Source: an optimization exercise on an open RTL-to-GDS flow (aim: small area, a short achievable clock period and few clock cycles per item). Production flows keep margins and buffers that such runs may drop. The RTL was checked by simulation tests, not by an equivalence proof against the original design.

== onyx ==
// exe_stage
module exe_stage #(
    parameter int addrWidth = 15
) (
    input  logic                 clk,
    input  logic                 rst,
    input  logic                 flush,
    input  logic [addrWidth-1:0] pc,
    input  logic [31:0]          inst,
    input  logic [31:0]          imm,
    input  logic [31:0]          rs1_rdata,
    input  logic [31:0]          rs2_rdata,
    input  logic                 BP_taken,
    output logic [31:0]          exe_result,
    output logic                 result_valid,
    output logic                 stall_req,
    output logic                 redirect,
    output logic [addrWidth-1:0] redirect_pc
);
    localparam logic [6:0] OPC_OP     = 7'b0110011;
    localparam logic [6:0] OPC_OPIMM  = 7'b0010011;
    localparam logic [6:0] OPC_LUI    = 7'b0110111;
    localparam logic [6:0] OPC_AUIPC  = 7'b0010111;
    localparam logic [6:0] OPC_JAL    = 7'b1101111;
    localparam logic [6:0] OPC_JALR   = 7'b1100111;
    localparam logic [6:0] OPC_BRANCH = 7'b1100011;
    localparam logic [6:0] OPC_LOAD   = 7'b0000011;
    localparam logic [6:0] OPC_STORE  = 7'b0100011;
    logic [6:0] opcode;
    logic [2:0] funct3;
    assign opcode = inst[6:0];
    assign funct3 = inst[14:12];
    logic is_op, is_opimm, is_lui, is_auipc, is_jal, is_jalr, is_branch, is_mem;
    logic valid, is_m, is_mul, is_div;
  ...
Size: roughly 4,000 cells after synthesis, roughly 110 flip-flops, roughly 29,000 um2 of cells after synthesis.
make LEC_CHECK=0 CAP_MARGIN=20 CORE_MARGIN=2 CORE_UTILIZATION=40 SETUP_SLACK_MARGIN=0.6 SLEW_MARGIN=20 finish   # period 15.0 ns
run.sh (not shown) runs the stock make flow with config.mk's settings and CLKGATE_MAP_FILE= SYNTH_SCRIPT=/design/flow/synth_recipe.tcl, a recipe that flattens the netlist after the stock synthesis.
onyx | stages: all done | timing, DRC, antenna: all pass
Testbench counts of onyx, summed over its fixed seeds: cycles 34,726, insts 24,000.
> inputs changed (onyx -> zinc)
# onyx
export LEC_CHECK = 0
export CAP_MARGIN = 20
export CORE_MARGIN = 2
export CORE_UTILIZATION = 40
export SETUP_SLACK_MARGIN = 0.6
export SLEW_MARGIN = 20
create_clock -name core_clock -period 15.0 [get_ports {clk}]
# zinc
export LEC_CHECK = 0
export ABC_AREA = 1
export CAP_MARGIN = 20
export CORE_MARGIN = 2
export CORE_UTILIZATION = 40
export SETUP_SLACK_MARGIN = 0.6
export SLEW_MARGIN = 20
create_clock -name core_clock -period 15.0 [get_ports {clk}]
==> flow/flow/run.sh (new file) <==
#!/bin/bash
# The standard layout (the standard.sh, unchanged synthesis and steps),
# with the port buffers made of sky130_fd_sc_hd__buf_2 cells instead of the
# default delay buffers. make's full output goes to flow_make.log here; each
# ORFS step keeps its own log under orfs/logs.
set -euo pipefail
bash standard.sh "BUFFER_PORTS_ARGS=-buffer_cell sky130_fd_sc_hd__buf_2" finish > flow_make.log 2>&1
==> flow/standard.sh (new file) <==
#!/bin/bash
# synth_recipe.tcl (not shown) runs the flow's synth.tcl, then flattens the netlist and writes it again
# the make line also repeats each setting of config.mk as NAME=value (left out here)
make -C /OpenROAD-flow-scripts/flow DESIGN_CONFIG=/design/flow/config.mk WORK_HOME=/design/flow/orfs CLKGATE_MAP_FILE= SYNTH_SCRIPT=/design/flow/synth_recipe.tcl "${@:-finish}"
removed: flow/run.sh
==> run notes <==
zinc: flow completed, timing, DRC and antenna clean. onyx finished end to end and its layout was clean on timing, DRC and antenna. Changes observed in zinc relative to onyx: worst hold slack shows a reduction of 0.029 ns; weighted congestion at the end of routability-driven global placement moved up; final cell area excluding filler cells fell 10%; final core area utilization moved down; aggregate global-route resource usage down 0.98 points. Final instance count without filler cells, zinc and onyx: higher on zinc. | post-detailed-placement cell area | lower: zinc |. Going from onyx to zinc, relative area change from synthesis to final layout shrinks by 4.1 points. zinc vs onyx: routed metal-1 wirelength down by a little under 10%.


Another version of the RTL of exe_stage (not shown whole).
Size in the first run: roughly 4800 cells after synthesis, ~110 flip-flops, roughly 200 I/O pins, roughly 28000 µm² of cells after synthesis.
Settings: LEC_CHECK=0, ABC_AREA=1, CAP_MARGIN=20, CORE_MARGIN=2, CORE_UTILIZATION=45, SETUP_SLACK_MARGIN=5.0, SLEW_MARGIN=20; clock period 15.0 ns.
standard.sh (not shown) runs the stock make flow with config.mk's settings and CLKGATE_MAP_FILE= SYNTH_SCRIPT=/design/flow/synth_recipe.tcl, a recipe that flattens the netlist after the stock synthesis.
==> flow/flow/run.sh <==
#!/bin/bash
# The standard layout (the standard.sh, unchanged synthesis and steps),
# with the port buffers made of sky130_fd_sc_hd__buf_2 cells instead of the
# default delay buffers. make's full output goes to flow_make.log here; each
# ORFS step keeps its own log under orfs/logs.
set -euo pipefail
bash standard.sh "BUFFER_PORTS_ARGS=-buffer_cell sky130_fd_sc_hd__buf_2" finish > flow_make.log 2>&1
The first run finished clean.
Testbench counts at the start, summed over its fixed seeds: cycles 34,532, insts 24,000.
Rerun with:
CORE_UTILIZATION = 40   (was 45)
SETUP_SLACK_MARGIN = 4.25   (was 5.0)
Clock skew barely changes.
Final area decreases by 3.1%.
Die area goes up by 12%.
Setup slack loses 0.76 ns.
Wire length goes down by about 3.7%.
Hold slack improved by 0.035 ns.
Area after synthesis does not change.
Rerun with:
CAP_MARGIN = 10   (was 20)
SETUP_SLACK_MARGIN = 5.0   (was 4.25)
SLEW_MARGIN = 10   (was 20)
Outcome: Via count climbs by 1.4%; final cell count climbs by 0.86%; worst setup slack is better by 0.54 ns; fmax climbs by 5.3%; wire length climbs by 2.8%; clock-buffer cell count stays the same.
Rerun with:
CAP_MARGIN = 20   (was 10)
SETUP_SLACK_MARGIN = 2.5   (was 5.0)
SLEW_MARGIN = 20   (was 10)
The changed run ran to the end with no violations.
Routed wire length came out lower by 3.4%.
Count of clock-buffer cells in the layout does not change.
Area after synthesis stays the same.
Non-clock buffer count came out lower by 55.
Rerun with:
SETUP_SLACK_MARGIN = 5.0   (was 2.5)
After rerunning: The changed run ran to the end with no violations; die area is unchanged; cell count rises by 1.0%; critical path depth goes down by 26; wire length came out higher by 3.7%; worst setup slack gains 1.8 ns; global-route usage rose by 0.46 points; cell area grows by 5.1%; worst hold slack barely changes.
Rerun with:
SETUP_SLACK_MARGIN = 3.5   (was 5.0)
Routed wire length fell by 3.4%.
Utilization falls by 2.0 points.
Area after synthesis stays the same.
Setup slack degrades by 1.2 ns.


Another version of the RTL of exe_stage (not shown whole).
Size in the first run: about 4600 cells after synthesis, about 110 flip-flops, about 200 I/O pins, about 0.027 mm2 of cells after synthesis.
clock: 15.0 ns
lec_check: 0
abc_area: 1
cap_margin: 20
core_margin: 2
core_utilization: 40
setup_slack_margin: 2.0
slew_margin: 20
Scripts as last shown in full above: flow/flow/run.sh
The first run finished with timing, DRC and antenna clean.
Testbench counts at the start, summed over its fixed seeds: cycles 34,532, insts 24,000.
Then changed:
Settings changed: SETUP_SLACK_MARGIN 2.0 to 0.6.
Outcome: The changed run finished clean. Worst hold slack stays flat. Cell area hardly moves. Routed wire length stays flat. Critical path depth does not change. Utilization hardly moves. Area after synthesis is unchanged.

==> what the ideal ports hide <==
No port has a modelled driver above. Below, the same layouts with a new extraction and two added sets of constraints.
Step 1 sets driving cells, clkbuf_16 on the clock port and buf_2 on the other inputs (assumed; they add their load-dependent delay and slew).
Step 2 moves the port delays by t, midway between the first and last clock arrival at a register: inputs arrive t later, outputs are due t later. That takes back most of the time a late clock gives input paths.
Slacks: no drivers / after step 1 / after step 2; pairs: no drivers / after step 1.
run	shift t [ns]	slack for setup (ns)	latest minus earliest clock arrival (ns)	worst data-port slew with drivers (ns)	pins driven straight from the clock port
onyx	0.480	1.720 / 1.698 / 1.698	0.020 / 0.020	0.07	1
zinc	0.481	2.443 / 2.419 / 2.155	0.028 / 0.028	0.21	1
the first run of note 2	0.450	5.093 / 5.049 / 4.722	0.022 / 0.023	0.11	1
the second run of note 2	0.483	4.331 / 4.306 / 4.011	0.024 / 0.024	0.05	1
the third run of note 2	0.488	4.867 / 4.848 / 4.721	0.025 / 0.025	0.06	1
the fourth run of note 2	0.485	3.149 / 3.172 / 2.709	0.027 / 0.026	0.06	1
the fifth run of note 2	0.491	4.934 / 4.915 / 4.716	0.027 / 0.026	0.06	1
the sixth run of note 2	0.478	3.709 / 3.686 / 3.481	0.022 / 0.023	0.06	1
the first run of note 3	0.474	2.416 / 2.380 / 2.216	0.034 / 0.034	0.10	1
the second run of note 3	0.474	2.419 / 2.384 / 2.000	0.033 / 0.033	0.10	1
After both steps setup and hold are still met in every run listed. The setup slack of the fourth run of note 2, which loses most, moves by +0.023 ns with the drivers and by -0.440 ns with both steps.
